What follows belongs to an exercise in optimizing a design on an open flow for small area; a production flow would make more cautious choices. Only simulation tests tie the RTL to the original design; equivalence was not proved. Power figures rest on the tool's default switching activity, not on a simulated workload.

// step_detector_cadence_core
module step_detector_cadence_core #(
   parameter int COUNT_WIDTH = 24
) (
   input  logic               clock,
   input  logic               reset,
   input  logic               csr_we,
   input  logic [2:0]         csr_index,
   input  logic [15:0]        csr_wdata,
   input  logic               req_valid,
   output logic               req_stall,
   input  logic signed [15:0] req_accel_x,
   input  logic signed [15:0] req_accel_y,
   input  logic signed [15:0] req_accel_z,
   input  logic [31:0]        req_time_ms,
   input  logic               req_clear_count,
   output logic               rsp_valid,
   input  logic               rsp_stall,
   output logic               rsp_stepped,
   output logic [23:0]        rsp_step_count,
   output logic [16:0]        rsp_cadence
);
   localparam logic [2:0] P_IDLE = 3'd0, P_M1 = 3'd1, P_M2 = 3'd2, P_DL = 3'd3,
                          P_DIV = 3'd4, P_AVG = 3'd5, P_LT = 3'd6, P_DONE = 3'd7;
   logic [14:0] thr_ff, mrg_ff;
   logic [15:0] min_ff, max_ff, idle_ff;
   localparam logic [15:0] THR_RST = 16'd3072, MRG_RST = 16'd256, MIN_RST = 16'd200,
                           MAX_RST = 16'd3000, IDLE_RST = 16'd2500;
   wire [15:0] rmask = {16{reset}};
   wire [15:0] thr_d  = (csr_wdata & ~rmask) | (THR_RST & rmask);
   wire [15:0] mrg_d  = (csr_wdata & ~rmask) | (MRG_RST & rmask);
  ...
Size in the first run: about 810 cells after synthesis, ~210 flip-flops, about 9600 µm² of cells after synthesis.
==> flow/config.mk <==
export PLATFORM = sky130hd
export DESIGN_NAME = step_detector_cadence_core
export DESIGN_NICKNAME = step_detector_cadence_core
export VERILOG_FILES = /design/flow/design.v
export SDC_FILE = /design/flow/constraint.sdc
export NUM_CORES = 4
export LEC_CHECK = 0
export CAP_MARGIN = 20
export CORE_MARGIN = 2
export CORE_UTILIZATION = 65
export PLACE_DENSITY = 0.75
export SLEW_MARGIN = 20
==> flow/constraint.sdc <==
create_clock -name core_clock -period 9.0 [get_ports {clock}]
set_input_delay 1.8000 -clock core_clock [delete_from_list [all_inputs] [get_ports {clock}]]
set_output_delay 1.8000 -clock core_clock [all_outputs]
set_load 0.01 [all_outputs]
standard.sh (not shown) runs the stock make flow with config.mk's settings and CLKGATE_MAP_FILE= SYNTH_SCRIPT=/design/flow/synth_recipe.tcl, a recipe that flattens the netlist after the stock synthesis.
==> flow/flow/run.sh <==
#!/bin/bash
# Standard synthesis and layout, with two changes: the port buffers are the smallest buffer
# (buf_1), and clock tree synthesis uses clkbuf_2 buffers and no dummy loads.
set -euo pipefail
cd "$(dirname "${BASH_SOURCE[0]}")/.."
bash standard.sh synth > synth_flow.log 2>&1
bash standard.sh \
   BUFFER_PORTS_ARGS="-buffer_cell sky130_fd_sc_hd__buf_1" \
   CTS_ARGS="-sink_clustering_enable -repair_clock_nets -dont_use_dummy_load -buf_list sky130_fd_sc_hd__clkbuf_2" \
   finish > layout_flow.log 2>&1
Rerun with:
--- a/flow/design.v
+++ b/flow/design.v
@@ -86,17 +86,17 @@
    wire        mend   = last32 && (cnt[9:5] == 5'h1F);
    logic [31:0] L;            
    logic [23:0] C;            
    logic [16:0] D;            
    logic        armed, have_last, hit, rsp_valid_ff, cpend;
    wire         cclr = req_clear_count | cpend;    
    logic [16:0] Q;
    logic [7:0] acc;
-   logic        bw, cc, prev, sub, mlt, rs;
+   logic        bw, cc, prev, sub, mlt, sat, rs;
    logic        gt_min, lt_max, gt_idle, gt117;
    wire tb     = req_time_ms[c];
    wire lb     = L[0];
    wire bw_in  = first ? 1'b0 : bw;
    wire db     = tb ^ lb ^ bw_in;
    wire bw_nx  = (~tb & lb) | (~(tb ^ lb) & bw_in);
    localparam logic [6:0] K117 = 7'd117;
    wire minb  = ~c[4] & min_ff[c[3:0]];
@@ -133,28 +133,29 @@
    wire yp = yl & ys;
    wire zp = zl & zs;
    wire [1:0] nxyz = {1'b0, xp} + {1'b0, yp} + {1'b0, zp};
    wire       neg  = (mi == 4'd15) ^ (j == 4'd15);
    wire       ai   = tl ^ ml;
    wire       aj   = ts ^ ms;
    wire       pp   = ai & aj;
    wire       same = (tl == ts);
+   wire       corr = (ph == P_M1) && (mk == 5'd0) && (mi == 4'd0);
    logic [3:0] v_m;
    always_comb begin
       v_m = '0;
       if (mb) begin
          if (jvalid) begin
             v_m = neg ? (4'd0 - {2'b00, nxyz}) : {2'b00, nxyz};
             if (pp) v_m = same ? v_m - 4'd1 : v_m + 4'd1;
          end
+         if (corr) v_m = v_m - 4'd1;
       end
    end
-   wire sat = ~gt117;
-   wire rb  = sub & ~sat;
+   wire rb = sub & ~sat;
    logic tap;
    always_comb begin
       case (ii)
          4'd0: tap = D[0];
          4'd1: tap = Q[0];
          4'd2: tap = D[16];
          4'd3: tap = Q[15];
          4'd4: tap = Q[14];
@@ -229,35 +230,35 @@
    always_comb begin
       if (ph == P_LT) lin = tb;
       else if (ph == P_DL && hit) lin = c[4] ? ((c < 5'd23) & K117[c[2:0]]) : db;
       else lin = lb;
    end
    always_ff @(posedge clock)
       L <= {lin, L[31:17], (ph == P_DIV && !c[4]) ? ds : L[16], L[15:1]};
    always_ff @(posedge clock) begin
-      if (start) acc <= '1;                   
-      else if (ph == P_M1 && mend) acc <= '0;
+      if (start || (ph == P_M1 && mend)) acc <= '0;
       else if (ph == P_DIV && ph_nx == P_AVG) acc <= {1'b1, rb, 2'b00, rb, rb, 1'b0, rb};
       else acc <= col_end ? {nxt[7] & (ph != P_AVG), nxt[7:1]} : nxt;
    end
    always_ff @(posedge clock) begin
       bw      <= bw_nx;
       prev    <= L[16];
       gt_min  <= gt_min_nx;
       lt_max  <= lt_max_nx;
       gt_idle <= gt_idle_nx;
-      if (ph == P_DL) gt117 <= gt117_nx;    
+      gt117   <= gt117_nx;
       if (ph == P_M1 && mend) hit <= armed & ~nxt[7];
       if (!mb) mlt <= (ts ^ ms) ? ts : (~first & mlt);
       if (ph == P_M2 && mend) rs <= nxt[7];
       if (ph == P_M2 && mend) cc <= hit & (cclr | ~(&C));
       else if (ph == P_DL) cc <= C[0] & ~cclr & cc;
       else if (ph == P_DIV) cc <= dco;
       if (ph == P_DL && last32) begin
+         sat <= ~gt117_nx;
          sub <= 1'b1;
       end else if (ph == P_DIV && c == 5'd16) sub <= ~ds;
    end
    always_ff @(posedge clock) begin
       if (ph == P_DIV && nn != 5'd0 && c <= 5'd15)
          Q <= {Q[0], first ? (sub | sat) : Q[16], Q[15:1]};
       else if (ph == P_AVG && col_end)
          Q <= {Q[0], Q[16:1]};
After rerunning: Sequential power is about the same; cell area came out higher by a few percent; synthesized area came out higher by a few percent; synthesized cell count came out higher by a little under a tenth; non-clock buffer count does not change; first-iteration DRC count came out higher by roughly a tenth; final cell count came out higher by a few percent; clock-buffer cell count came out lower by 1; maximum frequency came out lower by a little under a tenth; utilization came out lower by 1.0 points; routed wire length came out higher by a few percent.

-- port drivers added, routing unchanged --
How much do the figures lean on ideal ports? The routed layouts below were timed once more, with nothing changed but the port constraints. Step 1 sets driving cells, clkbuf_16 on the clock port and buf_2 on the other inputs (assumed; they add their load-dependent delay and slew). Step 2 times the ports against the registers' clock, not the clock port: input delays grow and output delays shrink by t, the midpoint of the rising clock arrivals with the driver on. Three values: ideal, step 1, step 2; two values: the first two.
run | t, ns | setup WS [ns] | hold WS [ns] | worst setup path at the end | latest minus earliest clock arrival (ns)
the first run | 0.771 | 1.548 / 1.548 / 1.548 | 0.311 / 0.311 / 0.311 | register to register | 0.107 / 0.107
the second run | 0.754 | 0.861 / 0.861 / 0.861 | 0.323 / 0.323 / 0.323 | register to register | 0.133 / 0.133
After both steps setup and hold are still met in every run listed.
